Context: an optimization exercise on an open-source flow, tuned for small area, a short achievable clock period and few clock cycles per item. The choices shown serve that exercise and are no tape-out recipe.
The RTL was checked by simulation tests, not by an equivalence proof against the original design.

--- flow/design.v ---
`timescale 1ns / 1ps
package dd_pkg;
  localparam int unsigned DAY_W   = 5;
  localparam int unsigned MONTH_W = 4;
  localparam int unsigned YEAR_W  = 14;
  localparam int unsigned DIFF_W  = 23;
  localparam int unsigned ORD_W   = 23;
  localparam int unsigned DBM_W   = 9;
  localparam int unsigned RECIP_W     = 13;
  localparam int unsigned PROD_W      = 25;
  localparam int unsigned RECIP_SHIFT = 17;
  localparam int unsigned QUOT_W      = 8;
  localparam logic [RECIP_W-1:0] RECIP_25 = 13'd5243;
  localparam int unsigned REM_W = 7;
  localparam logic [YEAR_W-1:0] CENTURY = 14'd100;
  localparam logic [ORD_W-1:0] DAYS_PER_YEAR = 23'd365;
  localparam logic [MONTH_W-1:0] MONTH_JAN = 4'd1;
  localparam logic [MONTH_W-1:0] MONTH_FEB = 4'd2;
  localparam logic [MONTH_W-1:0] MONTH_DEC = 4'd12;
  typedef struct packed {
    logic [DAY_W-1:0]   day;
    logic [MONTH_W-1:0] month;
    logic [YEAR_W-1:0]  year;
  } date_t;
  typedef struct packed {
    logic [DAY_W-1:0]   day;
    logic [MONTH_W-1:0] month;
    logic [YEAR_W-1:0]  year;
    logic [YEAR_W-1:0]  prev_year;
  } clamp_t;
  typedef struct packed {
    logic [DAY_W-1:0]   day;
    logic [MONTH_W-1:0] month;
    logic [YEAR_W-1:0]  year;
    logic [YEAR_W-1:0]  prev_year;
    logic [ORD_W-1:0]   years_days;
    logic [PROD_W-1:0]  prod_prev;
    logic [PROD_W-1:0]  prod_year;
  } mult_t;
  typedef struct packed {
    logic [DAY_W-1:0]   day;
    logic [MONTH_W-1:0] month;
    logic               year_div4;
    logic [ORD_W-1:0]   base;
    logic [QUOT_W-1:0]  cent_prev;
    logic [QUOT_W-1:0]  cent_year;
    logic [REM_W-1:0]   rem_year;
  } quot_t;
  function automatic logic [DBM_W-1:0] days_before_month(input logic [MONTH_W-1:0] m);
    logic [DBM_W-1:0] r;
    unique case (m)
      4'd1:    r = 9'd0;
      4'd2:    r = 9'd31;
      4'd3:    r = 9'd59;
      4'd4:    r = 9'd90;
      4'd5:    r = 9'd120;
      4'd6:    r = 9'd151;
      4'd7:    r = 9'd181;
      4'd8:    r = 9'd212;
      4'd9:    r = 9'd243;
      4'd10:   r = 9'd273;
      4'd11:   r = 9'd304;
      4'd12:   r = 9'd334;
      default: r = 9'd0;
    endcase
    days_before_month = r;
  endfunction
endpackage
`timescale 1ns / 1ps
module date_difference_days_top #(
  parameter int unsigned YEAR_MAX = 9999
) (
  input  logic                      clk_i,
  input  logic                      rst_ni,
  input  logic                      valid_i,
  output logic                      stall_o,
  input  logic [dd_pkg::DAY_W-1:0]   first_day_i,
  input  logic [dd_pkg::MONTH_W-1:0] first_month_i,
  input  logic [dd_pkg::YEAR_W-1:0]  first_year_i,
  input  logic [dd_pkg::DAY_W-1:0]   second_day_i,
  input  logic [dd_pkg::MONTH_W-1:0] second_month_i,
  input  logic [dd_pkg::YEAR_W-1:0]  second_year_i,
  output logic                      valid_o,
  input  logic                      stall_i,
  output logic [dd_pkg::DIFF_W-1:0]  day_difference_o
);
  localparam int unsigned YearLimit = (1 << dd_pkg::YEAR_W) - 1;
  localparam int unsigned YearCap   = (YEAR_MAX > YearLimit) ? YearLimit : YEAR_MAX;
  localparam logic [dd_pkg::YEAR_W-1:0] YearCapW = dd_pkg::YEAR_W'(YearCap);
  localparam int unsigned Stages = 5;
  logic [Stages-1:0] valid_d, valid_q;
  logic              adv;
  logic [1:0][dd_pkg::ORD_W-1:0] s4_q;
  logic [dd_pkg::DIFF_W-1:0] diff_d, diff_q;
  logic [dd_pkg::ORD_W:0]    diff_wide;
  assign adv     = !(valid_q[Stages-1] && stall_i);
  assign stall_o = !adv;
  assign valid_o = valid_q[Stages-1];
  assign day_difference_o = diff_q;
  for (genvar i = 0; i < 2; i++) begin : g_date
    dd_pkg::date_t  in_date;
    dd_pkg::clamp_t s1_d, s1_q;
    dd_pkg::mult_t  s2_d, s2_q;
    dd_pkg::quot_t  s3_d, s3_q;
    logic [dd_pkg::ORD_W-1:0]  s4_d;
    assign in_date = (i == 0) ? {first_day_i, first_month_i, first_year_i}
                              : {second_day_i, second_month_i, second_year_i};
    always_comb begin
      s1_d.day = in_date.day;
      if (in_date.month < dd_pkg::MONTH_JAN) begin
        s1_d.month = dd_pkg::MONTH_JAN;
      end else if (in_date.month > dd_pkg::MONTH_DEC) begin
        s1_d.month = dd_pkg::MONTH_DEC;
      end else begin
        s1_d.month = in_date.month;
      end
      if (in_date.year == '0) begin
        s1_d.year = dd_pkg::YEAR_W'(1);
      end else if (in_date.year > YearCapW) begin
        s1_d.year = YearCapW;
      end else begin
        s1_d.year = in_date.year;
      end
      s1_d.prev_year = s1_d.year - dd_pkg::YEAR_W'(1);
    end
    always_comb begin
      s2_d.day        = s1_q.day;
      s2_d.month      = s1_q.month;
      s2_d.year       = s1_q.year;
      s2_d.prev_year  = s1_q.prev_year;
      s2_d.years_days = dd_pkg::ORD_W'(s1_q.prev_year) * dd_pkg::DAYS_PER_YEAR;
      s2_d.prod_prev  = dd_pkg::PROD_W'(s1_q.prev_year[dd_pkg::YEAR_W-1:2])
                        * dd_pkg::PROD_W'(dd_pkg::RECIP_25);
      s2_d.prod_year  = dd_pkg::PROD_W'(s1_q.year[dd_pkg::YEAR_W-1:2])
                        * dd_pkg::PROD_W'(dd_pkg::RECIP_25);
    end
    always_comb begin
      logic [dd_pkg::YEAR_W-1:0] rem_full;
      s3_d.day       = s2_q.day;
      s3_d.month     = s2_q.month;
      s3_d.year_div4 = (s2_q.year[1:0] == 2'd0);
      s3_d.cent_prev = s2_q.prod_prev[dd_pkg::RECIP_SHIFT +: dd_pkg::QUOT_W];
      s3_d.cent_year = s2_q.prod_year[dd_pkg::RECIP_SHIFT +: dd_pkg::QUOT_W];
      rem_full = s2_q.year - dd_pkg::YEAR_W'(s3_d.cent_year) * dd_pkg::CENTURY;
      s3_d.rem_year  = rem_full[dd_pkg::REM_W-1:0];
      s3_d.base      = s2_q.years_days
                       + dd_pkg::ORD_W'(s2_q.prev_year[dd_pkg::YEAR_W-1:2]);
    end
    always_comb begin
      logic leap;
      leap = s3_q.year_div4
             && ((s3_q.rem_year != '0) || (s3_q.cent_year[1:0] == 2'd0));
      s4_d = s3_q.base
             - dd_pkg::ORD_W'(s3_q.cent_prev)
             + dd_pkg::ORD_W'(s3_q.cent_prev[dd_pkg::QUOT_W-1:2])
             + dd_pkg::ORD_W'(dd_pkg::days_before_month(s3_q.month))
             + dd_pkg::ORD_W'(leap && (s3_q.month > dd_pkg::MONTH_FEB))
             + dd_pkg::ORD_W'(s3_q.day);
    end
    always_ff @(posedge clk_i) begin
      if (adv) begin
        s1_q    <= s1_d;
        s2_q    <= s2_d;
        s3_q    <= s3_d;
        s4_q[i] <= s4_d;
      end
    end
  end
  always_comb begin
    diff_wide = {1'b0, s4_q[1]} - {1'b0, s4_q[0]};
    if (diff_wide[dd_pkg::ORD_W] != diff_wide[dd_pkg::ORD_W-1]) begin
      diff_d = {diff_wide[dd_pkg::ORD_W], {(dd_pkg::DIFF_W-1){!diff_wide[dd_pkg::ORD_W]}}};
    end else begin
      diff_d = diff_wide[dd_pkg::DIFF_W-1:0];
    end
  end
  assign valid_d = {valid_q[Stages-2:0], valid_i};
  always_ff @(posedge clk_i or negedge rst_ni) begin
    if (!rst_ni) begin
      valid_q <= '0;
    end else if (adv) begin
      valid_q <= valid_d;
    end
  end
  always_ff @(posedge clk_i) begin
    if (adv) begin
      diff_q <= diff_d;
    end
  end
endmodule
--- flow/run.sh ---
#!/bin/bash
# synth_recipe.tcl (not shown) runs the flow's synth.tcl, then flattens the netlist and writes it again
# the make line also repeats each setting of config.mk as NAME=value (left out here)
make -C /OpenROAD-flow-scripts/flow DESIGN_CONFIG=/design/flow/config.mk WORK_HOME=/design/flow/orfs CLKGATE_MAP_FILE= SYNTH_SCRIPT=/design/flow/synth_recipe.tcl finish
--- flow/config.mk ---
export PLATFORM = sky130hd
export DESIGN_NAME = date_difference_days_top
export DESIGN_NICKNAME = date_difference_days_top
export VERILOG_FILES = /design/flow/design.v
export SDC_FILE = /design/flow/constraint.sdc
export NUM_CORES = 4
export LEC_CHECK = 0
export CAP_MARGIN = 20
export CORE_MARGIN = 2
export CORE_UTILIZATION = 40
export SLEW_MARGIN = 20
--- flow/constraint.sdc ---
create_clock -name core_clock -period 5.5 [get_ports {clk_i}]
set_input_delay 1.1000 -clock core_clock [delete_from_list [all_inputs] [get_ports {clk_i}]]
set_output_delay 1.1000 -clock core_clock [all_outputs]
set_load 0.01 [all_outputs]
==> notes.md <==
[cell type report]
cell class,count,area [um^2]
clock buffer,56,1240
clock inverter,30,294
fill,8092,47600
inverter,777,2920
multi-input combinational,1942,20100
sequential,394,11600
tap,1155,1450
timing repair buffer,122,1130
[layer usage]
layer | GRT usage, % | vias up
met1 | 21.3 | 10200
li1 | - | 10800
met3 | 1.98 | 85
met4 | 3.82 | 2
met2 | 25.6 | 245
met5 | 0 | -
[flip-flops by register name, indices dropped and copies added (netlist names), named ones only]
name and count:
valid_q 5, s4_q 46, g_date.s3_q 100, g_date.s1_q 74, g_date.s2_q 128, diff_q 23
[kinds of logic (layout without fill, tap and decap cells)]
logic type / after synthesis / after routing / share of synthesized area, %
xor gates and xnor gates: 183 / 183 / 4.62
DFF: 394 / 394 / 33.5
and+or+nand+nor: 423 / 423 / 6.04
AOI/OAI and AO/OA: 428 / 428 / 7.92
buffers and inverters: 798 / 985 / 8.66
muxes: 25 / 25 / 0.757
adders and majority gates: 883 / 883 / 38.5
[path summary, 6_finish.rpt]
path	from	end	slack, ns	cells after the start
setup / recovery	g_date[0].s1_q[10]$_DFFE_PN_	g_date[0].s2_q[49]$_DFFE_PN_	0.28	18
min in group asynchronous	rst_ni	valid_q[4]$_DFFE_PN0N_	0.72	1
setup reg to reg	g_date[0].s1_q[10]$_DFFE_PN_	g_date[0].s2_q[49]$_DFFE_PN_	0.28	18
hold / removal	g_date[0].s2_q[107]$_DFFE_PN_	g_date[0].s3_q[53]$_DFFE_PN_	0.39	0
hold reg to reg	g_date[0].s2_q[107]$_DFFE_PN_	g_date[0].s3_q[53]$_DFFE_PN_	0.39	0
max in group asynchronous	rst_ni	valid_q[1]$_DFFE_PN0N_	4.59	1
[cell usage after synthesis, drive strengths merged, types with 20 or more instances]
library cell / count
xor2: 56
a21o: 50
a211oi: 21
ha: 571
nor2: 99
xnor2: 127
and2: 20
inv: 777
clkbuf: 20
nand2b: 28
nand3: 49
fa: 309
a21oi: 126
nor3: 26
o21ai: 92
edfxtp: 371
nand2: 104
and3: 20
[repair_timing]
item                                    in CTS  in global routing
endpoints found under the setup margin       0                  8
endpoints found under the hold margin        0                  0
resized for setup                            0                 10
buffers inserted                             0                  4
[critical path: cells and delay by family, from the launching register on]
family	cells	cell delay [ns]
compound gates	5	0.96
xor+xnor	1	0.13
fa+ha+maj	6	2.75
buf+inv	4	0.26
flops	1	0.49
simple gates	2	0.39
[metrics by stage]
stage / hold WS (ns) / setup TNS [ns]
2_1_floorplan: 0.400 / 0
3_3_place_gp: 0.400 / 0
3_5_place_dp: 0.405 / 0
4_1_cts: 0.390 / 0
5_1_grt: 0.399 / -0.0636
6_report: 0.394 / 0
==> impl_metrics.toml <==
[placement]
place_congestion = 0.858
placed_area_mm2 = 0.0372
dp_slack_ns = 0.121
place_hpwl_mm = 54.3
port_buffers = 74
placed_cells = 4386

[logic_synthesis]
syn-num-nets = 4064
synth-main-ff-cell = "edfxtp_1"
synth_edf_count = 371
synth_cell_types = 69
netlist_area_mm2 = 0.0347
avgSynthCellArea_um2 = 11.1
syn_inst = 3134
yosysSeqAreaShare_pct = 33.5
ys_ff_latch = 394
yosysTopAreaCell = "edfxtp_1"
synth_top_area_share_pct = 32.1
async_flop_share_pct = 1.27
ys_warn_count = 1
synth_top_cells_by_area = "edfxtp_1 32%, ha_1 21%, fa_1 18%, inv_1 8.4%, xnor2_1 3.2%"

[clocking]
cts_buffer_depth = 3
root_buffer = "clkbuf_16"
cts_made_buffers = 47
clkSinkCount = 394
ctsHoldBuffers = 0
htree_levels = 2
path_clk_slew_ns = 0.06
insertion_delay_ns = 0.59
tritoncts = "built"

[final_layout]
final_area_mm2 = 0.0388
layout-drive-gt1-share_pct = 4.88
syn_to_final_growth_pct = 11.8
layout.cells.non_filler = 4476
fin_util_pct = 44.9
layout_common_cells = "777 x inv_1, 569 x ha_1, 371 x edfxtp_1, 309 x fa_1, 126 x xnor2_1"
num_antenna_cells = 0
layout_commonest_cell = "inv_1"
nNetsFinal = 4214

[floorplanning]
pin_count = 75
fp-row-count = 108
initial_core_util_pct = 40.2
core_area_mm2 = 0.0863
die_x_um = 299
die_height_um = 299
dieArea_mm2 = 0.0891

[drt]
wl_met3_mm = 2.16
remaining_drc_errors = 0
postRouteAntennaNets = 0
vias = 21300
top_layer = "met5"
vias_per_cell = 4.75
dr.pass1.iters = 6
drt-total-wl_mm = 65.9
drt_iter0_drc = 894
wl_met1_mm = 31.8
wl_per_cell_um = 14.7
wl_met2_mm = 30.4

[sta]
drv_slew = 0
relSlewSlack_pct = 35.8
fin_crit_sh_pct = 94.8
final.setup.worst_slack_ns = 0.284
period_needed_ns = 5.22
worst_slew_pin_slew_ns = 0.951
fin_skew_ns = 0.0311
fmax_ghz = 0.192
final_hold_viol_count = 0
setup_viol_count_final = 0

[run]
drv_cap = 0

[setup_path]
cpMostUsedCell = "fa_1"
max_stage_delay_ns = 0.54
worst_path_max_delay_cell = "fa_1"
crit_type = "reg2reg"
cp.required_ns = 5.82
start_kind = "flip-flop"
crit_chain = "inv_1 > fa_1 > fa_1 > fa_1 > inv_1 > fa_1 > inv_1 > fa_1 > inv_1 > ha_1 > nand3_1 > or2_2 > o221ai_1 > a21o_1 > a211oi_1 > o31ai_2 > a21oi_1 > xnor2_1"
crit_fanout = 6
cp-end-kind = "flip-flop"
worst_ep_arrival_time_ns = 5.54

[global_route]
antenna_found_initial = 1
grt_max_degree = 126
gr-total-overflow = 0
grt_first_pass_wirelength_mm = 111
grt_pass1_vias = 22000
track_usage_pct = 15.4

[status]
outcome = "complete, no violations"

[hold_path]
hp-class = "reg2reg"
Testbench counts, summed over its fixed seeds: cycles 12,040, items 12,000.

static timing again, ports no longer ideal:
No port has a modelled driver above. Below, the same layout with a new extraction and two added sets of constraints. Step 1 assumes that a clkbuf_16 drives the clock port and a buf_2 every other input. Step 2 times the ports against the registers' clock, not the clock port: input delays grow and output delays shrink by t, the midpoint of the rising clock arrivals with the driver on. Three values: ideal, step 1, step 2; two values: the first two.
t (ns): 0.643
setup slack, ns: 0.284 / 0.284 / 0.284
cell pins on the clock port's net: 1
After both steps setup and hold are still met in this run. The setup slack of this run moves by 0.000 ns with the drivers and by 0.000 ns with both steps.
